Context: an optimization exercise on an open-source flow, tuned for small area and few clock cycles. The choices shown serve that exercise and are no tape-out recipe.
No run shown here included a check of the RTL's function; only the layout flow was run.
Power and IR drop assume default switching activity.

$ cat flow/config.mk
export PLATFORM = sky130hd
export DESIGN_NAME = fusion_sequencer_top
export DESIGN_NICKNAME = fusion_sequencer_top
export VERILOG_FILES = /design/flow/design.v
export SDC_FILE = /design/flow/constraint.sdc
export NUM_CORES = 4
export LEC_CHECK = 0
export CAP_MARGIN = 20
export CORE_MARGIN = 2
export CORE_UTILIZATION = 40
export SLEW_MARGIN = 20
$ cat flow/constraint.sdc
create_clock -name core_clock -period 6.0 [get_ports {clock}]
set_input_delay 1.2000 -clock core_clock [delete_from_list [all_inputs] [get_ports {clock}]]
set_output_delay 1.2000 -clock core_clock [all_outputs]
set_load 0.01 [all_outputs]
$ cat flow/design.v
`default_nettype none
package fusion_pkg;
    localparam int WORD_W = 16;
    localparam int ADDR_W = 12;
    localparam logic [7:0] END_MARK = 8'hFF;
    localparam logic [1:0] PH_HDR0 = 2'd0;
    localparam logic [1:0] PH_HDR1 = 2'd1;
    localparam logic [1:0] PH_DATA = 2'd2;
    localparam logic [1:0] PH_DONE = 2'd3;
endpackage
`default_nettype wire
`timescale 1ns/1ns
`default_nettype none
module set_controller
(
    input  logic                             clock,
    input  logic                             reset,
    input  logic                             go_i,
    input  logic [fusion_pkg::WORD_W-1:0]    input_word_i,
    output logic [fusion_pkg::ADDR_W-1:0]    read_addr_o,
    output logic                             cfg_load_o,
    output logic                             data_o,
    output logic                             last_o,
    output logic                             finish_o
);
    logic                          run_q;
    logic [1:0]                    phase_q;
    logic [fusion_pkg::ADDR_W-1:0] addr_q;
    logic [7:0]                    m_cnt_q;
    logic [3:0]                    k_q;
    logic [3:0]                    k_cnt_q;
    logic                          clear;
    logic                          last_word;
    logic                          last_output;
    logic                          end_mark;
    assign clear       = reset || !go_i;
    assign end_mark    = (input_word_i[7:0] == fusion_pkg::END_MARK);
    assign last_word   = (k_cnt_q == 4'd0);
    assign last_output = (m_cnt_q == 8'd1);
    assign read_addr_o = addr_q;
    assign cfg_load_o  = run_q && (phase_q == fusion_pkg::PH_HDR1);
    assign data_o      = run_q && (phase_q == fusion_pkg::PH_DATA);
    assign last_o      = last_word;
    assign finish_o    = run_q && ((phase_q == fusion_pkg::PH_DONE) ||
                                   ((phase_q == fusion_pkg::PH_HDR0) && end_mark));
    always_ff @(posedge clock)
    begin
        if (clear)
        begin
            run_q   <= 1'b0;
            phase_q <= fusion_pkg::PH_HDR0;
            addr_q  <= '0;
        end
        else
        begin
            run_q  <= 1'b1;
            addr_q <= addr_q + 1'b1;
            if (run_q)
            begin
                case (phase_q)
                    fusion_pkg::PH_HDR0:
                        phase_q <= end_mark ? fusion_pkg::PH_DONE : fusion_pkg::PH_HDR1;
                    fusion_pkg::PH_HDR1:
                        phase_q <= (m_cnt_q == 8'd0) ? fusion_pkg::PH_HDR0 : fusion_pkg::PH_DATA;
                    fusion_pkg::PH_DATA:
                        if (last_word && last_output)
                            phase_q <= fusion_pkg::PH_HDR0;
                    default:
                        phase_q <= fusion_pkg::PH_DONE;
                endcase
            end
        end
    end
    always_ff @(posedge clock)
    begin
        if (phase_q == fusion_pkg::PH_HDR0)
            m_cnt_q <= input_word_i[7:0];
        else if ((phase_q == fusion_pkg::PH_DATA) && last_word)
            m_cnt_q <= m_cnt_q - 8'd1;
        if (phase_q == fusion_pkg::PH_HDR1)
        begin
            k_q     <= input_word_i[11:8] - 4'd1;
            k_cnt_q <= input_word_i[11:8] - 4'd1;
        end
        else if (phase_q == fusion_pkg::PH_DATA)
            k_cnt_q <= last_word ? k_q : k_cnt_q - 4'd1;
    end
endmodule
`default_nettype wire
`timescale 1ns/1ns
`default_nettype none
module brick_config
(
    input  logic                             clock,
    input  logic                             cfg_load_i,
    input  logic [fusion_pkg::WORD_W-1:0]    input_word_i,
    output logic                             p8_o,
    output logic                             p4_o
);
    always_ff @(posedge clock)
    begin
        if (cfg_load_i)
        begin
            p8_o <= input_word_i[3];
            p4_o <= input_word_i[2];
        end
    end
endmodule
`default_nettype wire
`timescale 1ns/1ns
`default_nettype none
module brick_array
(
    input  logic [15:0] a,
    input  logic [15:0] b,
    input  logic [15:0] acc_s,
    input  logic [15:0] acc_c,
    input  logic        p8,
    input  logic        p4,
    output logic [15:0] sum_s,
    output logic [15:0] sum_c
);
    wire p2  = ~(p8 | p4);
    wire p84 = p8 | p4;
    wire p42 = ~p8;
    wire p82 = ~p4;
    wire ga_0_g842 = a[0];
    wire pp0 = ga_0_g842 & b[0];
    wire pp1 = (ga_0_g842 & b[1]) ^ p2;
    wire ga_0_g84 = a[0] & p84;
    wire pp2 = ga_0_g84 & b[2];
    wire pp3 = (ga_0_g84 & b[3]) ^ p4;
    wire ga_0_g8 = a[0] & p8;
    wire pp4 = ga_0_g8 & b[4];
    wire pp5 = ga_0_g8 & b[5];
    wire pp6 = ga_0_g8 & b[6];
    wire pp7 = ~ga_0_g8 | ~b[7];
    wire ga_1_g842 = a[1];
    wire pp8 = (ga_1_g842 & b[0]) ^ p2;
    wire pp9 = ga_1_g842 & b[1];
    wire ga_1_g84 = a[1] & p84;
    wire pp10 = ga_1_g84 & b[2];
    wire pp11 = (ga_1_g84 & b[3]) ^ p4;
    wire ga_1_g8 = a[1] & p8;
    wire pp12 = ga_1_g8 & b[4];
    wire pp13 = ga_1_g8 & b[5];
    wire pp14 = ga_1_g8 & b[6];
    wire pp15 = ~ga_1_g8 | ~b[7];
    wire ga_2_g84 = a[2] & p84;
    wire pp16 = ga_2_g84 & b[0];
    wire pp17 = ga_2_g84 & b[1];
    wire ga_2_g2 = a[2] & p2;
    wire pp18 = ga_2_g2 & b[2];
    wire pp19 = ga_2_g84 & b[2];
    wire pp20 = ~ga_2_g2 | ~b[3];
    wire pp21 = (ga_2_g84 & b[3]) ^ p4;
    wire ga_2_g8 = a[2] & p8;
    wire pp22 = ga_2_g8 & b[4];
    wire pp23 = ga_2_g8 & b[5];
    wire pp24 = ga_2_g8 & b[6];
    wire pp25 = ~ga_2_g8 | ~b[7];
    wire ga_3_g84 = a[3] & p84;
    wire pp26 = (ga_3_g84 & b[0]) ^ p4;
    wire pp27 = (ga_3_g84 & b[1]) ^ p4;
    wire ga_3_g2 = a[3] & p2;
    wire pp28 = ~ga_3_g2 | ~b[2];
    wire pp29 = (ga_3_g84 & b[2]) ^ p4;
    wire pp30 = ga_3_g2 & b[3];
    wire pp31 = ga_3_g84 & b[3];
    wire ga_3_g8 = a[3] & p8;
    wire pp32 = ga_3_g8 & b[4];
    wire pp33 = ga_3_g8 & b[5];
    wire pp34 = ga_3_g8 & b[6];
    wire pp35 = ~ga_3_g8 | ~b[7];
    wire ga_4_g8 = a[4] & p8;
    wire pp36 = ga_4_g8 & b[0];
    wire pp37 = ga_4_g8 & b[1];
    wire pp38 = ga_4_g8 & b[2];
    wire pp39 = ga_4_g8 & b[3];
    wire ga_4_g42 = a[4] & p42;
    wire pp40 = ga_4_g42 & b[4];
    wire pp41 = ga_4_g8 & b[4];
    wire pp42 = (ga_4_g42 & b[5]) ^ p2;
    wire pp43 = ga_4_g8 & b[5];
    wire ga_4_g4 = a[4] & p4;
    wire pp44 = ga_4_g4 & b[6];
    wire pp45 = ga_4_g8 & b[6];
    wire pp46 = ~ga_4_g4 | ~b[7];
    wire pp47 = ~ga_4_g8 | ~b[7];
    wire ga_5_g8 = a[5] & p8;
    wire pp48 = ga_5_g8 & b[0];
    wire pp49 = ga_5_g8 & b[1];
    wire pp50 = ga_5_g8 & b[2];
    wire pp51 = ga_5_g8 & b[3];
    wire ga_5_g42 = a[5] & p42;
    wire pp52 = (ga_5_g42 & b[4]) ^ p2;
    wire pp53 = ga_5_g8 & b[4];
    wire pp54 = ga_5_g42 & b[5];
    wire pp55 = ga_5_g8 & b[5];
    wire ga_5_g4 = a[5] & p4;
    wire pp56 = ga_5_g4 & b[6];
    wire pp57 = ga_5_g8 & b[6];
    wire pp58 = ~ga_5_g4 | ~b[7];
    wire pp59 = ~ga_5_g8 | ~b[7];
    wire ga_6_g8 = a[6] & p8;
    wire pp60 = ga_6_g8 & b[0];
    wire pp61 = ga_6_g8 & b[1];
    wire pp62 = ga_6_g8 & b[2];
    wire pp63 = ga_6_g8 & b[3];
    wire ga_6_g4 = a[6] & p4;
    wire pp64 = ga_6_g4 & b[4];
    wire pp65 = ga_6_g8 & b[4];
    wire pp66 = ga_6_g4 & b[5];
    wire pp67 = ga_6_g8 & b[5];
    wire ga_6_g2 = a[6] & p2;
    wire pp68 = ga_6_g2 & b[6];
    wire pp69 = ga_6_g4 & b[6];
    wire pp70 = ga_6_g8 & b[6];
    wire pp71 = ~ga_6_g2 | ~b[7];
    wire pp72 = ~ga_6_g4 | ~b[7];
    wire pp73 = ~ga_6_g8 | ~b[7];
    wire ga_7_g8 = a[7] & p8;
    wire pp74 = ~ga_7_g8 | ~b[0];
    wire pp75 = ~ga_7_g8 | ~b[1];
    wire pp76 = ~ga_7_g8 | ~b[2];
    wire pp77 = ~ga_7_g8 | ~b[3];
    wire ga_7_g4 = a[7] & p4;
    wire pp78 = ~ga_7_g4 | ~b[4];
    wire pp79 = ~ga_7_g8 | ~b[4];
    wire pp80 = ~ga_7_g4 | ~b[5];
    wire pp81 = ~ga_7_g8 | ~b[5];
    wire ga_7_g2 = a[7] & p2;
    wire pp82 = ~ga_7_g2 | ~b[6];
    wire pp83 = ~ga_7_g4 | ~b[6];
    wire pp84 = ~ga_7_g8 | ~b[6];
    wire pp85 = ga_7_g2 & b[7];
    wire pp86 = ga_7_g4 & b[7];
    wire pp87 = ga_7_g8 & b[7];
    wire ga_8_g842 = a[8];
    wire pp88 = ga_8_g842 & b[8];
    wire pp89 = (ga_8_g842 & b[9]) ^ p2;
    wire ga_8_g84 = a[8] & p84;
    wire pp90 = ga_8_g84 & b[10];
    wire pp91 = (ga_8_g84 & b[11]) ^ p4;
    wire ga_8_g8 = a[8] & p8;
    wire pp92 = ga_8_g8 & b[12];
    wire pp93 = ga_8_g8 & b[13];
    wire pp94 = ga_8_g8 & b[14];
    wire pp95 = ~ga_8_g8 | ~b[15];
    wire ga_9_g842 = a[9];
    wire pp96 = (ga_9_g842 & b[8]) ^ p2;
    wire pp97 = ga_9_g842 & b[9];
    wire ga_9_g84 = a[9] & p84;
    wire pp98 = ga_9_g84 & b[10];
    wire pp99 = (ga_9_g84 & b[11]) ^ p4;
    wire ga_9_g8 = a[9] & p8;
    wire pp100 = ga_9_g8 & b[12];
    wire pp101 = ga_9_g8 & b[13];
    wire pp102 = ga_9_g8 & b[14];
    wire pp103 = ~ga_9_g8 | ~b[15];
    wire ga_10_g84 = a[10] & p84;
    wire pp104 = ga_10_g84 & b[8];
    wire pp105 = ga_10_g84 & b[9];
    wire ga_10_g2 = a[10] & p2;
    wire pp106 = ga_10_g2 & b[10];
    wire pp107 = ga_10_g84 & b[10];
    wire pp108 = ~ga_10_g2 | ~b[11];
    wire pp109 = (ga_10_g84 & b[11]) ^ p4;
    wire ga_10_g8 = a[10] & p8;
    wire pp110 = ga_10_g8 & b[12];
    wire pp111 = ga_10_g8 & b[13];
    wire pp112 = ga_10_g8 & b[14];
    wire pp113 = ~ga_10_g8 | ~b[15];
    wire ga_11_g84 = a[11] & p84;
    wire pp114 = (ga_11_g84 & b[8]) ^ p4;
    wire pp115 = (ga_11_g84 & b[9]) ^ p4;
    wire ga_11_g2 = a[11] & p2;
    wire pp116 = ~ga_11_g2 | ~b[10];
    wire pp117 = (ga_11_g84 & b[10]) ^ p4;
    wire pp118 = ga_11_g2 & b[11];
    wire pp119 = ga_11_g84 & b[11];
    wire ga_11_g8 = a[11] & p8;
    wire pp120 = ga_11_g8 & b[12];
    wire pp121 = ga_11_g8 & b[13];
    wire pp122 = ga_11_g8 & b[14];
    wire pp123 = ~ga_11_g8 | ~b[15];
    wire ga_12_g8 = a[12] & p8;
    wire pp124 = ga_12_g8 & b[8];
    wire pp125 = ga_12_g8 & b[9];
    wire pp126 = ga_12_g8 & b[10];
    wire pp127 = ga_12_g8 & b[11];
    wire ga_12_g42 = a[12] & p42;
    wire pp128 = ga_12_g42 & b[12];
    wire pp129 = ga_12_g8 & b[12];
    wire pp130 = (ga_12_g42 & b[13]) ^ p2;
    wire pp131 = ga_12_g8 & b[13];
    wire ga_12_g4 = a[12] & p4;
    wire pp132 = ga_12_g4 & b[14];
    wire pp133 = ga_12_g8 & b[14];
    wire pp134 = ~ga_12_g4 | ~b[15];
    wire pp135 = ~ga_12_g8 | ~b[15];
    wire ga_13_g8 = a[13] & p8;
    wire pp136 = ga_13_g8 & b[8];
    wire pp137 = ga_13_g8 & b[9];
    wire pp138 = ga_13_g8 & b[10];
    wire pp139 = ga_13_g8 & b[11];
    wire ga_13_g42 = a[13] & p42;
    wire pp140 = (ga_13_g42 & b[12]) ^ p2;
    wire pp141 = ga_13_g8 & b[12];
    wire pp142 = ga_13_g42 & b[13];
    wire pp143 = ga_13_g8 & b[13];
    wire ga_13_g4 = a[13] & p4;
    wire pp144 = ga_13_g4 & b[14];
    wire pp145 = ga_13_g8 & b[14];
    wire pp146 = ~ga_13_g4 | ~b[15];
    wire pp147 = ~ga_13_g8 | ~b[15];
    wire ga_14_g8 = a[14] & p8;
    wire pp148 = ga_14_g8 & b[8];
    wire pp149 = ga_14_g8 & b[9];
    wire pp150 = ga_14_g8 & b[10];
    wire pp151 = ga_14_g8 & b[11];
    wire ga_14_g4 = a[14] & p4;
    wire pp152 = ga_14_g4 & b[12];
    wire pp153 = ga_14_g8 & b[12];
    wire pp154 = ga_14_g4 & b[13];
    wire pp155 = ga_14_g8 & b[13];
    wire ga_14_g2 = a[14] & p2;
    wire pp156 = ga_14_g2 & b[14];
    wire pp157 = ga_14_g4 & b[14];
    wire pp158 = ga_14_g8 & b[14];
    wire pp159 = ~ga_14_g2 | ~b[15];
    wire pp160 = ~ga_14_g4 | ~b[15];
    wire pp161 = ~ga_14_g8 | ~b[15];
    wire ga_15_g8 = a[15] & p8;
    wire pp162 = ~ga_15_g8 | ~b[8];
    wire pp163 = ~ga_15_g8 | ~b[9];
    wire pp164 = ~ga_15_g8 | ~b[10];
    wire pp165 = ~ga_15_g8 | ~b[11];
    wire ga_15_g4 = a[15] & p4;
    wire pp166 = ~ga_15_g4 | ~b[12];
    wire pp167 = ~ga_15_g8 | ~b[12];
    wire pp168 = ~ga_15_g4 | ~b[13];
    wire pp169 = ~ga_15_g8 | ~b[13];
    wire ga_15_g2 = a[15] & p2;
    wire pp170 = ~ga_15_g2 | ~b[14];
    wire pp171 = ~ga_15_g4 | ~b[14];
    wire pp172 = ~ga_15_g8 | ~b[14];
    wire pp173 = ga_15_g2 & b[15];
    wire pp174 = ga_15_g4 & b[15];
    wire pp175 = ga_15_g8 & b[15];
    wire k4 = p84;
    wire k5 = p4;
    wire k8 = p82;
    wire s0 = acc_s[1] ^ acc_c[1] ^ pp20;
    wire c0 = (acc_s[1] & acc_c[1]) | (acc_s[1] & pp20) | (acc_c[1] & pp20);
    wire s1 = pp28 ^ pp71 ^ pp82;
    wire c1 = (pp28 & pp71) | (pp28 & pp82) | (pp71 & pp82);
    wire hs0 = pp108 ^ pp116;
    wire hc0 = pp108 & pp116;
    wire s2 = acc_s[2] ^ acc_c[2] ^ pp2;
    wire c2 = (acc_s[2] & acc_c[2]) | (acc_s[2] & pp2) | (acc_c[2] & pp2);
    wire s3 = pp9 ^ pp16 ^ pp30;
    wire c3 = (pp9 & pp16) | (pp9 & pp30) | (pp16 & pp30);
    wire s4 = pp44 ^ pp54 ^ pp64;
    wire c4 = (pp44 & pp54) | (pp44 & pp64) | (pp54 & pp64);
    wire s5 = pp85 ^ pp90 ^ pp97;
    wire c5 = (pp85 & pp90) | (pp85 & pp97) | (pp90 & pp97);
    wire s6 = acc_s[3] ^ acc_c[3] ^ pp10;
    wire c6 = (acc_s[3] & acc_c[3]) | (acc_s[3] & pp10) | (acc_c[3] & pp10);
    wire s7 = pp17 ^ pp46 ^ pp56;
    wire c7 = (pp17 & pp46) | (pp17 & pp56) | (pp46 & pp56);
    wire s8 = pp66 ^ pp78 ^ pp98;
    wire c8 = (pp66 & pp78) | (pp66 & pp98) | (pp78 & pp98);
    wire s9 = pp105 ^ pp134 ^ pp144;
    wire c9 = (pp105 & pp134) | (pp105 & pp144) | (pp134 & pp144);
    wire hs1 = pp154 ^ pp166;
    wire hc1 = pp154 & pp166;
    wire s10 = acc_s[4] ^ acc_c[4] ^ k4;
    wire c10 = (acc_s[4] & acc_c[4]) | (acc_s[4] & k4) | (acc_c[4] & k4);
    wire s11 = pp4 ^ pp19 ^ pp36;
    wire c11 = (pp4 & pp19) | (pp4 & pp36) | (pp19 & pp36);
    wire s12 = pp58 ^ pp69 ^ pp80;
    wire c12 = (pp58 & pp69) | (pp58 & pp80) | (pp69 & pp80);
    wire s13 = pp92 ^ pp107 ^ pp124;
    wire c13 = (pp92 & pp107) | (pp92 & pp124) | (pp107 & pp124);
    wire s14 = pp146 ^ pp157 ^ pp168;
    wire c14 = (pp146 & pp157) | (pp146 & pp168) | (pp157 & pp168);
    wire hs2 = pp11 ^ pp27;
    wire hc2 = pp11 & pp27;
    wire s15 = acc_s[5] ^ acc_c[5] ^ k5;
    wire c15 = (acc_s[5] & acc_c[5]) | (acc_s[5] & k5) | (acc_c[5] & k5);
    wire s16 = pp5 ^ pp12 ^ pp37;
    wire c16 = (pp5 & pp12) | (pp5 & pp37) | (pp12 & pp37);
    wire s17 = pp48 ^ pp72 ^ pp83;
    wire c17 = (pp48 & pp72) | (pp48 & pp83) | (pp72 & pp83);
    wire s18 = pp93 ^ pp100 ^ pp125;
    wire c18 = (pp93 & pp100) | (pp93 & pp125) | (pp100 & pp125);
    wire s19 = pp136 ^ pp160 ^ pp171;
    wire c19 = (pp136 & pp160) | (pp136 & pp171) | (pp160 & pp171);
    wire s20 = pp21 ^ pp29 ^ pp109;
    wire c20 = (pp21 & pp29) | (pp21 & pp109) | (pp29 & pp109);
    wire s21 = acc_s[6] ^ acc_c[6] ^ pp6;
    wire c21 = (acc_s[6] & acc_c[6]) | (acc_s[6] & pp6) | (acc_c[6] & pp6);
    wire s22 = pp13 ^ pp22 ^ pp31;
    wire c22 = (pp13 & pp22) | (pp13 & pp31) | (pp22 & pp31);
    wire s23 = pp38 ^ pp49 ^ pp60;
    wire c23 = (pp38 & pp49) | (pp38 & pp60) | (pp49 & pp60);
    wire s24 = pp86 ^ pp94 ^ pp101;
    wire c24 = (pp86 & pp94) | (pp86 & pp101) | (pp94 & pp101);
    wire s25 = pp110 ^ pp119 ^ pp126;
    wire c25 = (pp110 & pp119) | (pp110 & pp126) | (pp119 & pp126);
    wire hs3 = pp137 ^ pp148;
    wire hc3 = pp137 & pp148;
    wire s26 = acc_s[7] ^ acc_c[7] ^ pp7;
    wire c26 = (acc_s[7] & acc_c[7]) | (acc_s[7] & pp7) | (acc_c[7] & pp7);
    wire s27 = pp14 ^ pp23 ^ pp32;
    wire c27 = (pp14 & pp23) | (pp14 & pp32) | (pp23 & pp32);
    wire s28 = pp39 ^ pp50 ^ pp61;
    wire c28 = (pp39 & pp50) | (pp39 & pp61) | (pp50 & pp61);
    wire s29 = pp74 ^ pp95 ^ pp102;
    wire c29 = (pp74 & pp95) | (pp74 & pp102) | (pp95 & pp102);
    wire s30 = pp111 ^ pp120 ^ pp127;
    wire c30 = (pp111 & pp120) | (pp111 & pp127) | (pp120 & pp127);
    wire hs4 = pp138 ^ pp149;
    wire hc4 = pp138 & pp149;
    wire s31 = acc_s[8] ^ acc_c[8] ^ k8;
    wire c31 = (acc_s[8] & acc_c[8]) | (acc_s[8] & k8) | (acc_c[8] & k8);
    wire s32 = pp15 ^ pp24 ^ pp33;
    wire c32 = (pp15 & pp24) | (pp15 & pp33) | (pp24 & pp33);
    wire s33 = pp41 ^ pp51 ^ pp62;
    wire c33 = (pp41 & pp51) | (pp41 & pp62) | (pp51 & pp62);
    wire s34 = pp75 ^ pp103 ^ pp112;
    wire c34 = (pp75 & pp103) | (pp75 & pp112) | (pp103 & pp112);
    wire s35 = pp121 ^ pp129 ^ pp139;
    wire c35 = (pp121 & pp129) | (pp121 & pp139) | (pp129 & pp139);
    wire s36 = acc_s[9] ^ acc_c[9] ^ pp25;
    wire c36 = (acc_s[9] & acc_c[9]) | (acc_s[9] & pp25) | (acc_c[9] & pp25);
    wire s37 = pp34 ^ pp43 ^ pp53;
    wire c37 = (pp34 & pp43) | (pp34 & pp53) | (pp43 & pp53);
    wire s38 = pp63 ^ pp76 ^ pp113;
    wire c38 = (pp63 & pp76) | (pp63 & pp113) | (pp76 & pp113);
    wire s39 = acc_s[10] ^ acc_c[10] ^ pp35;
    wire c39 = (acc_s[10] & acc_c[10]) | (acc_s[10] & pp35) | (acc_c[10] & pp35);
    wire hs5 = acc_s[0] ^ acc_c[0];
    wire hc5 = acc_s[0] & acc_c[0];
    wire s40 = pp159 ^ pp170 ^ pp1;
    wire c40 = (pp159 & pp170) | (pp159 & pp1) | (pp170 & pp1);
    wire s41 = pp8 ^ pp42 ^ pp52;
    wire c41 = (pp8 & pp42) | (pp8 & pp52) | (pp42 & pp52);
    wire hs6 = pp89 ^ pp96;
    wire hc6 = pp89 & pp96;
    wire s42 = pp104 ^ pp118 ^ pp132;
    wire c42 = (pp104 & pp118) | (pp104 & pp132) | (pp118 & pp132);
    wire s43 = pp142 ^ pp152 ^ pp173;
    wire c43 = (pp142 & pp152) | (pp142 & pp173) | (pp152 & pp173);
    wire s44 = hc0 ^ c0 ^ c1;
    wire c44 = (hc0 & c0) | (hc0 & c1) | (c0 & c1);
    wire hs7 = s2 ^ s3;
    wire hc7 = s2 & s3;
    wire s45 = pp3 ^ pp26 ^ pp91;
    wire c45 = (pp3 & pp26) | (pp3 & pp91) | (pp26 & pp91);
    wire s46 = pp114 ^ hs1 ^ c2;
    wire c46 = (pp114 & hs1) | (pp114 & c2) | (hs1 & c2);
    wire s47 = c3 ^ c4 ^ c5;
    wire c47 = (c3 & c4) | (c3 & c5) | (c4 & c5);
    wire s48 = s6 ^ s7 ^ s8;
    wire c48 = (s6 & s7) | (s6 & s8) | (s7 & s8);
    wire s49 = pp99 ^ pp115 ^ hc1;
    wire c49 = (pp99 & pp115) | (pp99 & hc1) | (pp115 & hc1);
    wire s50 = s10 ^ c6 ^ c7;
    wire c50 = (s10 & c6) | (s10 & c7) | (c6 & c7);
    wire s51 = c8 ^ c9 ^ hs2;
    wire c51 = (c8 & c9) | (c8 & hs2) | (c9 & hs2);
    wire s52 = s11 ^ s12 ^ s13;
    wire c52 = (s11 & s12) | (s11 & s13) | (s12 & s13);
    wire s53 = c10 ^ pp117 ^ s15;
    wire c53 = (c10 & pp117) | (c10 & s15) | (pp117 & s15);
    wire s54 = hc2 ^ c11 ^ c12;
    wire c54 = (hc2 & c11) | (hc2 & c12) | (c11 & c12);
    wire s55 = c13 ^ c14 ^ s16;
    wire c55 = (c13 & c14) | (c13 & s16) | (c14 & s16);
    wire s56 = s17 ^ s18 ^ s19;
    wire c56 = (s17 & s18) | (s17 & s19) | (s18 & s19);
    wire s57 = pp174 ^ c15 ^ hs3;
    wire c57 = (pp174 & c15) | (pp174 & hs3) | (c15 & hs3);
    wire s58 = c16 ^ c17 ^ c18;
    wire c58 = (c16 & c17) | (c16 & c18) | (c17 & c18);
    wire s59 = c19 ^ s21 ^ s22;
    wire c59 = (c19 & s21) | (c19 & s22) | (s21 & s22);
    wire s60 = s23 ^ s24 ^ s25;
    wire c60 = (s23 & s24) | (s23 & s25) | (s24 & s25);
    wire s61 = pp162 ^ hc3 ^ hs4;
    wire c61 = (pp162 & hc3) | (pp162 & hs4) | (hc3 & hs4);
    wire s62 = c21 ^ c22 ^ c23;
    wire c62 = (c21 & c22) | (c21 & c23) | (c22 & c23);
    wire s63 = c24 ^ c25 ^ s26;
    wire c63 = (c24 & c25) | (c24 & s26) | (c25 & s26);
    wire s64 = s27 ^ s28 ^ s29;
    wire c64 = (s27 & s28) | (s27 & s29) | (s28 & s29);
    wire s65 = pp150 ^ pp163 ^ hc4;
    wire c65 = (pp150 & pp163) | (pp150 & hc4) | (pp163 & hc4);
    wire s66 = s31 ^ c26 ^ c27;
    wire c66 = (s31 & c26) | (s31 & c27) | (c26 & c27);
    wire s67 = c28 ^ c29 ^ c30;
    wire c67 = (c28 & c29) | (c28 & c30) | (c29 & c30);
    wire s68 = s32 ^ s33 ^ s34;
    wire c68 = (s32 & s33) | (s32 & s34) | (s33 & s34);
    wire s69 = pp122 ^ pp131 ^ pp141;
    wire c69 = (pp122 & pp131) | (pp122 & pp141) | (pp131 & pp141);
    wire s70 = pp151 ^ pp164 ^ c31;
    wire c70 = (pp151 & pp164) | (pp151 & c31) | (pp164 & c31);
    wire s71 = c32 ^ c33 ^ c34;
    wire c71 = (c32 & c33) | (c32 & c34) | (c33 & c34);
    wire s72 = c35 ^ s36 ^ s37;
    wire c72 = (c35 & s36) | (c35 & s37) | (s36 & s37);
    wire s73 = pp45 ^ pp55 ^ pp65;
    wire c73 = (pp45 & pp55) | (pp45 & pp65) | (pp55 & pp65);
    wire s74 = pp77 ^ pp123 ^ pp133;
    wire c74 = (pp77 & pp123) | (pp77 & pp133) | (pp123 & pp133);
    wire s75 = pp143 ^ pp153 ^ pp165;
    wire c75 = (pp143 & pp153) | (pp143 & pp165) | (pp153 & pp165);
    wire s76 = c36 ^ c37 ^ c38;
    wire c76 = (c36 & c37) | (c36 & c38) | (c37 & c38);
    wire s77 = acc_s[11] ^ acc_c[11] ^ pp47;
    wire c77 = (acc_s[11] & acc_c[11]) | (acc_s[11] & pp47) | (acc_c[11] & pp47);
    wire s78 = pp57 ^ pp67 ^ pp79;
    wire c78 = (pp57 & pp67) | (pp57 & pp79) | (pp67 & pp79);
    wire s79 = pp135 ^ pp145 ^ pp155;
    wire c79 = (pp135 & pp145) | (pp135 & pp155) | (pp145 & pp155);
    wire s80 = acc_s[12] ^ acc_c[12] ^ pp59;
    wire c80 = (acc_s[12] & acc_c[12]) | (acc_s[12] & pp59) | (acc_c[12] & pp59);
    wire s81 = hs5 ^ pp0 ^ pp18;
    wire c81 = (hs5 & pp0) | (hs5 & pp18) | (pp0 & pp18);
    wire hs8 = pp40 ^ pp68;
    wire hc8 = pp40 & pp68;
    wire s82 = hc5 ^ pp130 ^ pp140;
    wire c82 = (hc5 & pp130) | (hc5 & pp140) | (pp130 & pp140);
    wire s83 = hs0 ^ hs6 ^ s0;
    wire c83 = (hs0 & hs6) | (hs0 & s0) | (hs6 & s0);
    wire hs9 = s1 ^ s40;
    wire hc9 = s1 & s40;
    wire s84 = hc6 ^ s42 ^ s43;
    wire c84 = (hc6 & s42) | (hc6 & s43) | (s42 & s43);
    wire s85 = s4 ^ s5 ^ c40;
    wire c85 = (s4 & s5) | (s4 & c40) | (s5 & c40);
    wire s86 = c41 ^ hs7 ^ s44;
    wire c86 = (c41 & hs7) | (c41 & s44) | (hs7 & s44);
    wire s87 = c42 ^ c43 ^ s9;
    wire c87 = (c42 & c43) | (c42 & s9) | (c43 & s9);
    wire s88 = s45 ^ hc7 ^ c44;
    wire c88 = (s45 & hc7) | (s45 & c44) | (hc7 & c44);
    wire s89 = s46 ^ s47 ^ s48;
    wire c89 = (s46 & s47) | (s46 & s48) | (s47 & s48);
    wire s90 = s14 ^ c45 ^ s49;
    wire c90 = (s14 & c45) | (s14 & s49) | (c45 & s49);
    wire s91 = c46 ^ c47 ^ c48;
    wire c91 = (c46 & c47) | (c46 & c48) | (c47 & c48);
    wire s92 = s50 ^ s51 ^ s52;
    wire c92 = (s50 & s51) | (s50 & s52) | (s51 & s52);
    wire s93 = c49 ^ s20 ^ s53;
    wire c93 = (c49 & s20) | (c49 & s53) | (s20 & s53);
    wire s94 = c50 ^ c51 ^ c52;
    wire c94 = (c50 & c51) | (c50 & c52) | (c51 & c52);
    wire s95 = s54 ^ s55 ^ s56;
    wire c95 = (s54 & s55) | (s54 & s56) | (s55 & s56);
    wire s96 = c20 ^ c53 ^ c54;
    wire c96 = (c20 & c53) | (c20 & c54) | (c53 & c54);
    wire s97 = s57 ^ c55 ^ c56;
    wire c97 = (s57 & c55) | (s57 & c56) | (c55 & c56);
    wire s98 = s58 ^ s59 ^ s60;
    wire c98 = (s58 & s59) | (s58 & s60) | (s59 & s60);
    wire s99 = s30 ^ c57 ^ c58;
    wire c99 = (s30 & c57) | (s30 & c58) | (c57 & c58);
    wire s100 = s61 ^ c59 ^ c60;
    wire c100 = (s61 & c59) | (s61 & c60) | (c59 & c60);
    wire s101 = s62 ^ s63 ^ s64;
    wire c101 = (s62 & s63) | (s62 & s64) | (s63 & s64);
    wire s102 = s35 ^ s65 ^ c61;
    wire c102 = (s35 & s65) | (s35 & c61) | (s65 & c61);
    wire s103 = c62 ^ c63 ^ c64;
    wire c103 = (c62 & c63) | (c62 & c64) | (c63 & c64);
    wire s104 = s66 ^ s67 ^ s68;
    wire c104 = (s66 & s67) | (s66 & s68) | (s67 & s68);
    wire s105 = s69 ^ s38 ^ c65;
    wire c105 = (s69 & s38) | (s69 & c65) | (s38 & c65);
    wire s106 = s70 ^ c66 ^ c67;
    wire c106 = (s70 & c66) | (s70 & c67) | (c66 & c67);
    wire s107 = c68 ^ s71 ^ s72;
    wire c107 = (c68 & s71) | (c68 & s72) | (s71 & s72);
    wire s108 = c69 ^ s73 ^ s74;
    wire c108 = (c69 & s73) | (c69 & s74) | (s73 & s74);
    wire s109 = s75 ^ s39 ^ c70;
    wire c109 = (s75 & s39) | (s75 & c70) | (s39 & c70);
    wire s110 = c71 ^ c72 ^ s76;
    wire c110 = (c71 & c72) | (c71 & s76) | (c72 & s76);
    wire s111 = pp167 ^ c73 ^ c74;
    wire c111 = (pp167 & c73) | (pp167 & c74) | (c73 & c74);
    wire s112 = c75 ^ c39 ^ s77;
    wire c112 = (c75 & c39) | (c75 & s77) | (c39 & s77);
    wire s113 = s78 ^ s79 ^ c76;
    wire c113 = (s78 & s79) | (s78 & c76) | (s79 & c76);
    wire s114 = pp70 ^ pp81 ^ pp147;
    wire c114 = (pp70 & pp81) | (pp70 & pp147) | (pp81 & pp147);
    wire s115 = pp158 ^ pp169 ^ c77;
    wire c115 = (pp158 & pp169) | (pp158 & c77) | (pp169 & c77);
    wire s116 = c78 ^ c79 ^ s80;
    wire c116 = (c78 & c79) | (c78 & s80) | (c79 & s80);
    wire s117 = acc_s[13] ^ acc_c[13] ^ pp73;
    wire c117 = (acc_s[13] & acc_c[13]) | (acc_s[13] & pp73) | (acc_c[13] & pp73);
    wire s118 = pp84 ^ pp161 ^ pp172;
    wire c118 = (pp84 & pp161) | (pp84 & pp172) | (pp161 & pp172);
    wire s119 = pp88 ^ pp106 ^ pp128;
    wire c119 = (pp88 & pp106) | (pp88 & pp128) | (pp106 & pp128);
    wire s120 = hc8 ^ c81 ^ s82;
    wire c120 = (hc8 & c81) | (hc8 & s82) | (c81 & s82);
    wire hs10 = s41 ^ hs9;
    wire hc10 = s41 & hs9;
    wire s121 = c82 ^ hc9 ^ c83;
    wire c121 = (c82 & hc9) | (c82 & c83) | (hc9 & c83);
    wire s122 = s84 ^ s85 ^ s86;
    wire c122 = (s84 & s85) | (s84 & s86) | (s85 & s86);
    wire s123 = c84 ^ c85 ^ s87;
    wire c123 = (c84 & c85) | (c84 & s87) | (c85 & s87);
    wire s124 = c86 ^ s88 ^ s89;
    wire c124 = (c86 & s88) | (c86 & s89) | (s88 & s89);
    wire s125 = c87 ^ s90 ^ c88;
    wire c125 = (c87 & s90) | (c87 & c88) | (s90 & c88);
    wire s126 = c89 ^ s91 ^ s92;
    wire c126 = (c89 & s91) | (c89 & s92) | (s91 & s92);
    wire s127 = c90 ^ s93 ^ c91;
    wire c127 = (c90 & s93) | (c90 & c91) | (s93 & c91);
    wire s128 = c92 ^ s94 ^ s95;
    wire c128 = (c92 & s94) | (c92 & s95) | (s94 & s95);
    wire s129 = c93 ^ c94 ^ s96;
    wire c129 = (c93 & c94) | (c93 & s96) | (c94 & s96);
    wire s130 = c95 ^ s97 ^ s98;
    wire c130 = (c95 & s97) | (c95 & s98) | (s97 & s98);
    wire s131 = c96 ^ c97 ^ s99;
    wire c131 = (c96 & c97) | (c96 & s99) | (c97 & s99);
    wire s132 = c98 ^ s100 ^ s101;
    wire c132 = (c98 & s100) | (c98 & s101) | (s100 & s101);
    wire s133 = c99 ^ s102 ^ c100;
    wire c133 = (c99 & s102) | (c99 & c100) | (s102 & c100);
    wire s134 = c101 ^ s103 ^ s104;
    wire c134 = (c101 & s103) | (c101 & s104) | (s103 & s104);
    wire s135 = c102 ^ s105 ^ c103;
    wire c135 = (c102 & s105) | (c102 & c103) | (s105 & c103);
    wire s136 = s106 ^ c104 ^ s107;
    wire c136 = (s106 & c104) | (s106 & s107) | (c104 & s107);
    wire s137 = c105 ^ s108 ^ s109;
    wire c137 = (c105 & s108) | (c105 & s109) | (s108 & s109);
    wire s138 = c106 ^ c107 ^ s110;
    wire c138 = (c106 & c107) | (c106 & s110) | (c107 & s110);
    wire s139 = c108 ^ s111 ^ c109;
    wire c139 = (c108 & s111) | (c108 & c109) | (s111 & c109);
    wire s140 = s112 ^ c110 ^ s113;
    wire c140 = (s112 & c110) | (s112 & s113) | (c110 & s113);
    wire s141 = s114 ^ c111 ^ c112;
    wire c141 = (s114 & c111) | (s114 & c112) | (c111 & c112);
    wire s142 = s115 ^ s116 ^ c113;
    wire c142 = (s115 & s116) | (s115 & c113) | (s116 & c113);
    wire s143 = c114 ^ c80 ^ s117;
    wire c143 = (c114 & c80) | (c114 & s117) | (c80 & s117);
    wire s144 = s118 ^ c115 ^ c116;
    wire c144 = (s118 & c115) | (s118 & c116) | (c115 & c116);
    wire s145 = acc_s[14] ^ acc_c[14] ^ pp87;
    wire c145 = (acc_s[14] & acc_c[14]) | (acc_s[14] & pp87) | (acc_c[14] & pp87);
    wire s146 = pp175 ^ c117 ^ c118;
    wire c146 = (pp175 & c117) | (pp175 & c118) | (c117 & c118);
    wire hs11 = pp156 ^ hs8;
    wire hc11 = pp156 & hs8;
    wire s147 = c119 ^ s83 ^ s120;
    wire c147 = (c119 & s83) | (c119 & s120) | (s83 & s120);
    wire s148 = c120 ^ hc10 ^ s121;
    wire c148 = (c120 & hc10) | (c120 & s121) | (hc10 & s121);
    wire s149 = c121 ^ s123 ^ c122;
    wire c149 = (c121 & s123) | (c121 & c122) | (s123 & c122);
    wire s150 = c123 ^ s125 ^ c124;
    wire c150 = (c123 & s125) | (c123 & c124) | (s125 & c124);
    wire s151 = c125 ^ s127 ^ c126;
    wire c151 = (c125 & s127) | (c125 & c126) | (s127 & c126);
    wire s152 = c127 ^ s129 ^ c128;
    wire c152 = (c127 & s129) | (c127 & c128) | (s129 & c128);
    wire s153 = c129 ^ s131 ^ c130;
    wire c153 = (c129 & s131) | (c129 & c130) | (s131 & c130);
    wire s154 = c131 ^ s133 ^ c132;
    wire c154 = (c131 & s133) | (c131 & c132) | (s133 & c132);
    wire s155 = c133 ^ s135 ^ c134;
    wire c155 = (c133 & s135) | (c133 & c134) | (s135 & c134);
    wire s156 = s137 ^ c135 ^ c136;
    wire c156 = (s137 & c135) | (s137 & c136) | (c135 & c136);
    wire s157 = c137 ^ s139 ^ c138;
    wire c157 = (c137 & s139) | (c137 & c138) | (s139 & c138);
    wire s158 = c139 ^ s141 ^ c140;
    wire c158 = (c139 & s141) | (c139 & c140) | (s141 & c140);
    wire s159 = s143 ^ c141 ^ s144;
    wire c159 = (s143 & c141) | (s143 & s144) | (c141 & s144);
    wire s160 = s145 ^ c143 ^ s146;
    wire c160 = (s145 & c143) | (s145 & s146) | (c143 & s146);
    wire s161 = acc_s[15] ^ acc_c[15] ^ c145;
    wire hs12 = s119 ^ s81;
    wire hc12 = s119 & s81;
    wire s162 = hc11 ^ hs10 ^ s147;
    wire c162 = (hc11 & hs10) | (hc11 & s147) | (hs10 & s147);
    wire s163 = c147 ^ s148 ^ s122;
    wire c163 = (c147 & s148) | (c147 & s122) | (s148 & s122);
    wire s164 = c148 ^ s124 ^ s149;
    wire c164 = (c148 & s124) | (c148 & s149) | (s124 & s149);
    wire s165 = s126 ^ c149 ^ s150;
    wire c165 = (s126 & c149) | (s126 & s150) | (c149 & s150);
    wire s166 = s128 ^ c150 ^ s151;
    wire c166 = (s128 & c150) | (s128 & s151) | (c150 & s151);
    wire s167 = s130 ^ c151 ^ s152;
    wire c167 = (s130 & c151) | (s130 & s152) | (c151 & s152);
    wire s168 = s132 ^ c152 ^ s153;
    wire c168 = (s132 & c152) | (s132 & s153) | (c152 & s153);
    wire s169 = s134 ^ c153 ^ s154;
    wire c169 = (s134 & c153) | (s134 & s154) | (c153 & s154);
    wire s170 = s136 ^ c154 ^ s155;
    wire c170 = (s136 & c154) | (s136 & s155) | (c154 & s155);
    wire s171 = s138 ^ c155 ^ s156;
    wire c171 = (s138 & c155) | (s138 & s156) | (c155 & s156);
    wire s172 = s140 ^ c156 ^ s157;
    wire c172 = (s140 & c156) | (s140 & s157) | (c156 & s157);
    wire s173 = s142 ^ c157 ^ s158;
    wire c173 = (s142 & c157) | (s142 & s158) | (c157 & s158);
    wire s174 = c142 ^ s159 ^ c158;
    wire c174 = (c142 & s159) | (c142 & c158) | (s159 & c158);
    wire s175 = c144 ^ s160 ^ c159;
    wire c175 = (c144 & s160) | (c144 & c159) | (s160 & c159);
    wire s176 = c146 ^ s161 ^ c160;
    assign sum_s = {c175, c174, c173, c172, c171, c170, c169, c168, c167, c166, c165, c164, c163, c162, hc12, hs12};
    assign sum_c = {s176, s175, s174, s173, s172, s171, s170, s169, s168, s167, s166, s165, s164, s163, s162, hs11};
endmodule
`default_nettype wire
`timescale 1ns/1ns
`default_nettype none
module output_accumulator
(
    input  logic                             clock,
    input  logic                             reset,
    input  logic                             go_i,
    input  logic                             data_i,
    input  logic                             last_i,
    input  logic [fusion_pkg::WORD_W-1:0]    sum_s_i,
    input  logic [fusion_pkg::WORD_W-1:0]    sum_c_i,
    output logic [fusion_pkg::WORD_W-1:0]    acc_s_o,
    output logic [fusion_pkg::WORD_W-1:0]    acc_c_o,
    output logic [fusion_pkg::ADDR_W-1:0]    out_addr_o,
    output logic [fusion_pkg::WORD_W-1:0]    out_data_o,
    output logic                             out_write_o
);
    logic [fusion_pkg::WORD_W-1:0] acc_s_q;
    logic [fusion_pkg::WORD_W-1:0] acc_c_q;
    logic [fusion_pkg::ADDR_W-1:0] addr_q;
    logic                          write_q;
    logic                          cont_q;
    assign acc_s_o = cont_q ? acc_s_q : '0;
    assign acc_c_o = cont_q ? acc_c_q : '0;
    always_ff @(posedge clock)
    begin
        acc_s_q <= sum_s_i;
        acc_c_q <= sum_c_i;
        cont_q  <= data_i && !last_i;
        if (reset || !go_i)
        begin
            addr_q  <= '0;
            write_q <= 1'b0;
        end
        else
        begin
            write_q <= data_i && last_i;
            addr_q  <= addr_q + {11'd0, write_q};
        end
    end
    assign out_addr_o  = addr_q;
    assign out_data_o  = acc_s_q + acc_c_q;
    assign out_write_o = write_q;
endmodule
`default_nettype wire
`timescale 1ns/1ns
`default_nettype none
module fusion_sequencer_top
(
    input  logic        clock,
    input  logic        reset,
    input  logic        go_i,
    input  logic [15:0] input_word_i,
    input  logic [15:0] weight_word_i,
    output logic [11:0] input_addr_o,
    output logic [11:0] weight_addr_o,
    output logic [11:0] out_addr_o,
    output logic [15:0] out_data_o,
    output logic        out_write_o,
    output logic        finish_o
);
    logic [fusion_pkg::ADDR_W-1:0] read_addr;
    logic                          cfg_load;
    logic                          data;
    logic                          last;
    logic                          p8;
    logic                          p4;
    logic [fusion_pkg::WORD_W-1:0] acc_s;
    logic [fusion_pkg::WORD_W-1:0] acc_c;
    logic [fusion_pkg::WORD_W-1:0] sum_s;
    logic [fusion_pkg::WORD_W-1:0] sum_c;
    assign input_addr_o  = read_addr;
    assign weight_addr_o = read_addr;
    set_controller set_controller_inst (
        .clock        (clock),
        .reset        (reset),
        .go_i         (go_i),
        .input_word_i (input_word_i),
        .read_addr_o  (read_addr),
        .cfg_load_o   (cfg_load),
        .data_o       (data),
        .last_o       (last),
        .finish_o     (finish_o)
    );
    brick_config brick_config_inst (
        .clock        (clock),
        .cfg_load_i   (cfg_load),
        .input_word_i (input_word_i),
        .p8_o         (p8),
        .p4_o         (p4)
    );
    brick_array brick_array_inst (
        .a     (input_word_i),
        .b     (weight_word_i),
        .acc_s (acc_s),
        .acc_c (acc_c),
        .p8    (p8),
        .p4    (p4),
        .sum_s (sum_s),
        .sum_c (sum_c)
    );
    output_accumulator output_accumulator_inst (
        .clock       (clock),
        .reset       (reset),
        .go_i        (go_i),
        .data_i      (data),
        .last_i      (last),
        .sum_s_i     (sum_s),
        .sum_c_i     (sum_c),
        .acc_s_o     (acc_s),
        .acc_c_o     (acc_c),
        .out_addr_o  (out_addr_o),
        .out_data_o  (out_data_o),
        .out_write_o (out_write_o)
    );
endmodule
`default_nettype wire
$ cat flow/flow/run.sh
#!/bin/bash
# The standard layout, except that Yosys's generic synthesis skips its quick
# ABC pass (synth -noabc), so that extract_fa still sees the adder tree as
# written and maps it to full adders without inverters between them. The
# technology-mapping ABC pass later in the script runs as usual.
set -euo pipefail
sed 's/yosys synth -nofsm -noshare /yosys synth -nofsm -noshare -noabc /' synth_recipe.tcl > flow_synth.tcl
grep -q -- '-noabc' flow_synth.tcl
sed "s#SYNTH_SCRIPT=[^ ]*#SYNTH_SCRIPT=$PWD/flow_synth.tcl#" standard.sh > flow_standard.sh
bash flow_standard.sh > flow_standard.log 2>&1
$ cat flow/standard.sh
#!/bin/bash
# synth_recipe.tcl (not shown) runs the flow's synth.tcl, then flattens the netlist and writes it again
# the make line also repeats each setting of config.mk as NAME=value (left out here)
make -C /OpenROAD-flow-scripts/flow DESIGN_CONFIG=/design/flow/config.mk WORK_HOME=/design/flow/orfs CLKGATE_MAP_FILE= SYNTH_SCRIPT=/design/flow/synth_recipe.tcl "${@:-finish}"
==> results of run 1 <==
-- critical path: stages --
cell and delay [ns]:
clkdlybuf4s50_1 0.77, and2_1 0.35, nand2_1 0.11, fa_1 0.48, fa_1 0.54, fa_1 0.52, fa_1 0.48, fa_1 0.51
fa_1 0.47
-- cells in the mapped netlist (2+ instances only) --
library cell / instances / area [um^2]
nand3_1: 42 / 210
buf_1: 4 / 15.0
nand2b_1: 4 / 25.0
mux2_2: 13 / 146
a211oi_1: 4 / 30.0
nor2_1: 49 / 184
and3_1: 102 / 638
and2_1: 40 / 250
buf_4: 12 / 90.1
xnor2_1: 25 / 219
nand2_1: 71 / 267
nor4_1: 2 / 12.5
a21o_1: 8 / 60.1
a22oi_1: 2 / 15.0
mux2i_1: 2 / 20.0
ha_1: 39 / 488
o311ai_0: 2 / 17.5
and4_1: 2 / 17.5
or2_2: 4 / 25.0
and3b_1: 4 / 35.0
o21a_1: 2 / 15.0
clkbuf_1: 54 / 203
xor2_1: 18 / 158
dfxtp_1: 61 / 1220
o21ai_0: 19 / 95.1
fa_1: 176 / 3520
edfxtp_1: 18 / 541
or3_1: 3 / 18.8
nand4_1: 6 / 37.5
a21oi_1: 23 / 115
inv_1: 20 / 75.1
nor2b_1: 2 / 12.5
nor3_1: 7 / 35.0
-- logic make-up after synthesis --
logic type,after synthesis,synth area share (%)
mux,15,1.85
xor+xnor,43,4.18
simple gates,342,20.1
fa+ha+maj,215,44.5
flops,79,19.6
buf+inv,90,4.25
compound gates,76,5.57
-- final timing paths --
| path | slack [ns] | endpoint | start |
|---|---|---|---|
| max reg2reg | 1.44 | output_accumulator_inst.acc_c_q[9] | brick_config_inst.p8_o |
| min reg2reg | 0.50 | output_accumulator_inst.addr_q[6] | output_accumulator_inst.addr_q[6] |
| min | 0.50 | output_accumulator_inst.addr_q[6] | output_accumulator_inst.addr_q[6] |
| max | 0.81 | output_accumulator_inst.acc_c_q[9] | input_word_i[7] |
-- per-stage QoR --
step	worst slack, ns	total power (uW)
floorplan	1.12	2000
global placement	0.496	2700
detailed placement	0.451	2720
CTS	0.828	3280
global route	0.708	3530
finish	0.809	3230
-- state kept, by name (all words and copies together) (netlist names) --
signal / flops
brick_config_inst.p4_o: 1
brick_config_inst.p8_o: 1
output_accumulator_inst.acc_c_q: 16
output_accumulator_inst.acc_s_q: 16
output_accumulator_inst.addr_q: 12
output_accumulator_inst.cont_q: 1
output_accumulator_inst.write_q: 1
set_controller_inst.addr_q: 12
set_controller_inst.k_cnt_q: 4
set_controller_inst.k_q: 4
set_controller_inst.m_cnt_q: 8
set_controller_inst.phase_q: 2
set_controller_inst.run_q: 1
-- routing by layer --
metal	global-route usage [%]	wire, um	vias to the layer above	part of all wire, %
li1	-	-	2970	-
met1	29.7	10300	3316	43
met2	33.9	11600	245	48
met3	4.54	1670	42	7.0
met4	5.92	559	0	2.3
met5	0	0	-	0
-- final cells by class --
cell class / count / area [um^2]
Antenna cell: 1 / 2.50
Clock buffer: 11 / 243
Clock inverter: 5 / 38.8
Fill cell: 2055 / 11600
Inverter: 20 / 75.1
Multi-Input combinational cell: 691 / 6870
Sequential cell: 79 / 1760
Tap cell: 280 / 350
Timing Repair Buffer: 109 / 1040
-- where the power goes --
part / internal [uW] / leakage, uW / switching [uW] / total (uW)
combinational: 966 / 0.00371 / 986 / 1950
clock: 296 / 0.000137 / 247 / 543
sequential: 673 / 0.000678 / 65.0 / 738
-- placed cells by master, fill, tap and decap left out, types with 6 or more instances in the layout --
cell,synthesis,final
fa_1,176,176
ha_1,39,39
a21o_1,8,8
nand2_1,71,71
and3_1,102,102
xor2_1,18,18
clkbuf_16,0,9
nor2_1,49,49
nand3_1,42,42
edfxtp_1,18,18
xnor2_1,25,25
mux2_2,13,13
nor3_1,7,7
inv_1,20,20
clkdlybuf4s50_1,0,88
buf_4,12,21
a21oi_1,23,23
and2_1,40,40
nand4_1,6,6
o21ai_0,19,19
dfxtp_1,61,61
==> flow_summary.yaml, run 1 <==
outcome:
  status: "complete, no violations"
final_layout:
  utilization_pct: 47.2
  post_route_cells_drive_above_1_share_pct: 6.56
  area_growth_pct: 15.2
  finish.net_count: 1160
  layout.cells.non_filler: 1196
  fin_area_mm2: 0.0104
critical_path:
  worstPathArrival_ns: 5.43
  worstPathMaxFanout: 10
  worstRegToRegCells: 9
  worst_ep_required_time_ns: 6.23
  timing_worst_setup_path_type: "primary input to register"
  critical_path.endpoint_type: "register"
  timing.critical_path.from_type: "primary input"
logic_synthesis:
  synthArstFlopShare_pct: 0
  ys_warn_count: 3
  synth_seq_cells: 79
  synth_edf_count: 18
  synthesis.area_mm2: 0.00901
  syn_inst: 860
  synth_seq_area_share_pct: 19.6
  synth.avg_cell_area_um2: 10.5
  ys.flop_type: "dfxtp_1"
  postSynthNetCount: 1110
  synth_cell_types: 53
clocking:
  clockRootBuffer: "clkbuf_16"
  clock_pin_slew_of_the_registers_on_the_worst_case_setup_and_hold_paths_ns: 0.07
  postCtsSetupRepairBufs: 0
  tritoncts.num_buffers: 9
  cts-htree-levels: 3
  postCtsHoldBufs: 0
  worstSkewPairLatency_ns: 0.35
  cts_max_path_buffers: 2
  postCtsResizedCells: 0
  cts.sinks: 79
  clock_tree_from_tritoncts: "yes"
hold_path:
  hold-path-cell-count: 2
  holdCritPathClass: "register to register"
die:
  fp.coreArea_mm2: 0.0220
  die_height_um: 154
  die_area_mm2: 0.0237
  initial_utilization_pct: 41.0
  chipWidth_um: 154
  core.rowCount: 54
  io_pins: 89
place:
  placed_wire_length_estimate_um: 18800
  postPlaceCellArea_mm2: 0.0101
  gp_congestion: 0.861
  numPortBuffers: 88
  dp.cells: 1179
routing:
  ant_nets: 0
  detail_route.wl_per_cell_um: 20.1
  vias: 6573
  drtIter0Drc: 459
  finalWirelength_um: 24100
  detail_route.first_pass.iterations: 5
  remaining_drc_errors: 0
  route.detailed.vias_per_inst: 5.50
timing:
  period_share_pct: 86.5
  final-setup-viol-count: 0
  period_minus_slack_ns: 5.19
  slew_headroom_pct: 36.1
  finalHoldViolations: 0
  fin_tns_setup_ns: 0
  worst_clock_skew_ns: 0.00868
  timing.hold.ws_ns: 0.500
  maxSlewViolCount: 0
  timing.fmax_mhz: 193
  unrepaired_setup_endpoints_after_global_routing: "false"
  worst-slew-pin-transition_ns: 0.957
global_routing:
  grt_pass1_vias: 6906
  grt_antenna_before_repair: 0
  grt_util_all_layers_pct: 21.3
  grt_max_degree: 94
  grt.overflow.total: 0
  grt_first_pass_wirelength_um: 38800
power:
  cellLeakagePower_uw: 0.00452
  power.ir.vdd_worst_v: 0.000390
  powerDensity_mw_per_mm2: 312
run:
  maxCapViolCount: 0
==> inputs of run 2 (changes only) <==
--- a/flow/flow/run.sh
+++ b/flow/flow/run.sh
@@ -7,4 +7,6 @@
 sed 's/yosys synth -nofsm -noshare /yosys synth -nofsm -noshare -noabc /' synth_recipe.tcl > flow_synth.tcl
 grep -q -- '-noabc' flow_synth.tcl
 sed "s#SYNTH_SCRIPT=[^ ]*#SYNTH_SCRIPT=$PWD/flow_synth.tcl#" standard.sh > flow_standard.sh
+# Port buffers: a plain buf_2 on each input and output port
+export BUFFER_PORTS_ARGS="-buffer_cell sky130_fd_sc_hd__buf_2"
 bash flow_standard.sh > flow_standard.log 2>&1
==> flow_summary.yaml, run 2 <==
final_layout:
  layout.cells.most_common: "fa_1"
  area_growth_pct: 9.00
  biggestRegsByFlops: "output_accumulator_inst.acc_c_q (16), output_accumulator_inst.acc_s_q (16)"
  most_frequent_cells_in_the_layout: "176 x fa_1, 102 x and3_1, 88 x buf_2, 71 x nand2_1, 61 x dfxtp_1"
  post_route_cells_drive_above_1_share_pct: 14.8
  finish.net_count: 1144
  fin_area_mm2: 0.00982
logic_synthesis:
  synthArstFlopShare_pct: 0
  ys_warn_count: 3
  synth_top_area_cell: "fa_1"
  synth_seq_area_share_pct: 19.6
  postSynthNetCount: 1110
  synth_cell_types: 53
  synth_seq_cells: 79
  syn_inst: 860
  synthesis.area_mm2: 0.00901
  synth.area.top_cells: "fa_1 39%, dfxtp_1 14%, and3_1 7.1%, edfxtp_1 6.0%, ha_1 5.4%"
  synth.avg_cell_area_um2: 10.5
  ys.flop_type: "dfxtp_1"
  synth_commonest_cells: "176 x fa_1, 102 x and3_1, 71 x nand2_1"
  synthDominantCellAreaShare_pct: 39.1
  synth_edf_count: 18
  synth.most_common_cell: "fa_1"
clocking:
  clock_pin_slew_of_the_registers_on_the_worst_case_setup_and_hold_paths_ns: 0.07
  postCtsSetupRepairBufs: 0
  postCtsResizedCells: 0
  clock_tree_from_tritoncts: "yes"
  worstSkewPairLatency_ns: 0.35
  postCtsHoldBufs: 0
  tritoncts.num_buffers: 9
  cts-htree-levels: 3
  cts_max_path_buffers: 2
  clockRootBuffer: "clkbuf_16"
  cts.sinks: 79
hold_path:
  worst_hold_startpoint: "output_accumulator_inst.addr_q[7]"
  holdCritPathClass: "register to register"
  hold-path-cell-count: 2
  holdPathEnd: "output_accumulator_inst.addr_q[7]"
global_routing:
  grt.busiest_layer: "met2"
  grt.overflow.total: 0
  grt_util_all_layers_pct: 20.7
  met2_global_route_usage_pct: 33.0
  grt_antenna_before_repair: 0
  grt_max_degree: 41
  gr-usage-met1_pct: 29.2
  grt_first_pass_wirelength_um: 37700
  global_route_met3_usage_pct: 3.44
  grt_pass1_vias: 6793
routing:
  finalWirelength_um: 23500
  ant_nets: 0
  drtIter0Drc: 577
  remaining_drc_errors: 0
  detail_route.wl_per_cell_um: 19.9
  route.detailed.vias_per_inst: 5.53
  detail_route.first_pass.iterations: 5
  vias: 6521
power:
  powerDensity_mw_per_mm2: 308
  cellLeakagePower_uw: 0.00454
  power.ir.vdd_worst_v: 0.000267
  finalPower_uw: 3030
die:
  initial_utilization_pct: 41.0
  core.rowCount: 54
  fp.coreArea_mm2: 0.0220
  chipWidth_um: 154
  die_height_um: 154
  die_area_mm2: 0.0237
  io_pins: 89
timing:
  timing.fmax_mhz: 211
  worst_clock_skew_ns: 0.0102
  finalHoldViolations: 0
  final-setup-viol-count: 0
  slew_headroom_pct: 37.8
  fin_tns_setup_ns: 0
  period_share_pct: 79.1
  maxSlewViolCount: 0
  timing.hold.ws_ns: 0.494
  unrepaired_setup_endpoints_after_global_routing: "false"
  period_minus_slack_ns: 4.75
  worst-slew-pin-transition_ns: 0.931
critical_path:
  critical_path.endpoint_type: "register"
  worstRegToRegCells: 9
  worst_r2r_endpoint: "output_accumulator_inst.acc_c_q[9]"
  timing_worst_setup_path_type: "register to register"
  timing.critical_path.from_type: "register"
  worstPathArrival_ns: 4.98
  r2r_start: "brick_config_inst.p8_o"
  worst_ep_required_time_ns: 6.23
  rrSetupSlack_ns: 1.25
  worstPathMaxFanout: 32
place:
  postPlaceCellArea_mm2: 0.00953
  numPortBuffers: 88
  placed_wire_length_estimate_um: 18300
  gp_congestion: 0.893
run:
  maxCapViolCount: 0
outcome:
  status: "complete, no violations"
==> run 2: cell types whose count changed in the layout (fill, tap and decap cells not counted) <==
cell,before,now
buf_2,0,88
clkdlybuf4s50_1,88,0
buf_4,21,5
clkbuf_1,1,0
clkinv_4,0,1
clkinvlp_4,1,0
inv_6,3,4
==> run 2: power by group <==
part	switching (uW)	internal, uW	total [uW]
Combinational	966	776	1740
Sequential	64.5	673	738
Clock	247	298	545
Total	1280	1750	3030
==> run 2: worst max-delay path by stage <==
stage | from | end | cells after the start
final | brick_config_inst.p8_o | output_accumulator_inst.acc_c_q[9] | 9
after global routing | brick_config_inst.p8_o | output_accumulator_inst.acc_c_q[9] | 9
after CTS | brick_config_inst.p8_o | output_accumulator_inst.acc_c_q[9] | 9
after detailed placement | input_word_i[7] | output_accumulator_inst.acc_c_q[9] | 9
after global placement | input_word_i[7] | output_accumulator_inst.acc_c_q[8] | 9
after floorplan | input_word_i[7] | output_accumulator_inst.acc_c_q[8] | 10
==> run 2: per-stage QoR <==
step / setup slack [ns] / util (%) / instances
after CTS: 1.25 / 44.7 / 1179
after global placement: 1.09 / 43.4 / 1163
after global routing: 1.02 / 44.7 / 1179
after floorplan: 1.12 / - / 860
final: 1.25 / 44.7 / 1180
after detailed placement: 1.00 / 43.4 / 1163
==> run 2: area by class of cell <==
type,count,area [um^2]
antenna,1,2.50
clock buffer,10,239
clock inverter,6,48.8
fill,2119,12100
inverter,20,75.1
multi-input combinational,691,6870
sequential,79,1760
tap,280,350
timing repair buffer,93,478
==> run 2: critical path: stages, from the launching register on <==
cell	delay [ns]
edfxtp_1	0.79
buf_4	0.38
and2_1	0.35
nand2_1	0.11
fa_1	0.48
fa_1	0.54
fa_1	0.52
fa_1	0.45
fa_1	0.50
fa_1	0.48
==> run 2: cell families after synthesis <==
| family | after synthesis | synth area share [%] |
|---|---|---|
| multiplexers | 15 | 1.85 |
| AO/OA/AOI/OAI | 76 | 5.57 |
| XOR/XNOR | 43 | 4.18 |
| adder cells (fa/ha/maj) | 215 | 44.5 |
| AND/OR/NAND/NOR | 342 | 20.1 |
| flip-flops | 79 | 19.6 |
| buffers and inverters | 90 | 4.25 |
==> run 2: routing by layer <==
metal	up-vias	wire length (um)
met5	-	0
met4	0	586
met3	40	1550
met2	252	11400
met1	3300	10000
li1	2929	-

[re-timing with driven ports]
The flow's constraints put no driver on any port. The routed layouts listed below were extracted and timed again, unchanged, in two steps. Step 1 (the two cells are an assumption about what drives the block):
set clk [get_ports {clock}]
set_driving_cell -lib_cell sky130_fd_sc_hd__clkbuf_16 $clk
set_driving_cell -lib_cell sky130_fd_sc_hd__buf_2 [delete_from_list [all_inputs] $clk]
Step 2 moves the port delays by t, midway between the first and last clock arrival at a register: inputs arrive t later, outputs are due t later. That takes back most of the time a late clock gives input paths. Three values: no drivers, after step 1, after step 2; two values: the first two.
| run | t, ns | setup slack, ns | hold WS [ns] | worst register clock-pin slew, ns |
|---|---|---|---|---|
| run 1 | 0.395 | 0.809 / 0.830 / 0.435 | 0.500 / 0.500 / 0.500 | 0.07 / 0.07 |
| run 2 | 0.394 | 1.253 / 1.253 / 1.006 | 0.494 / 0.494 / 0.494 | 0.07 / 0.07 |
After both steps setup and hold are still met in every run listed. The setup slack of run 1, which loses most, moves by +0.021 ns with the drivers and by -0.374 ns with both steps.
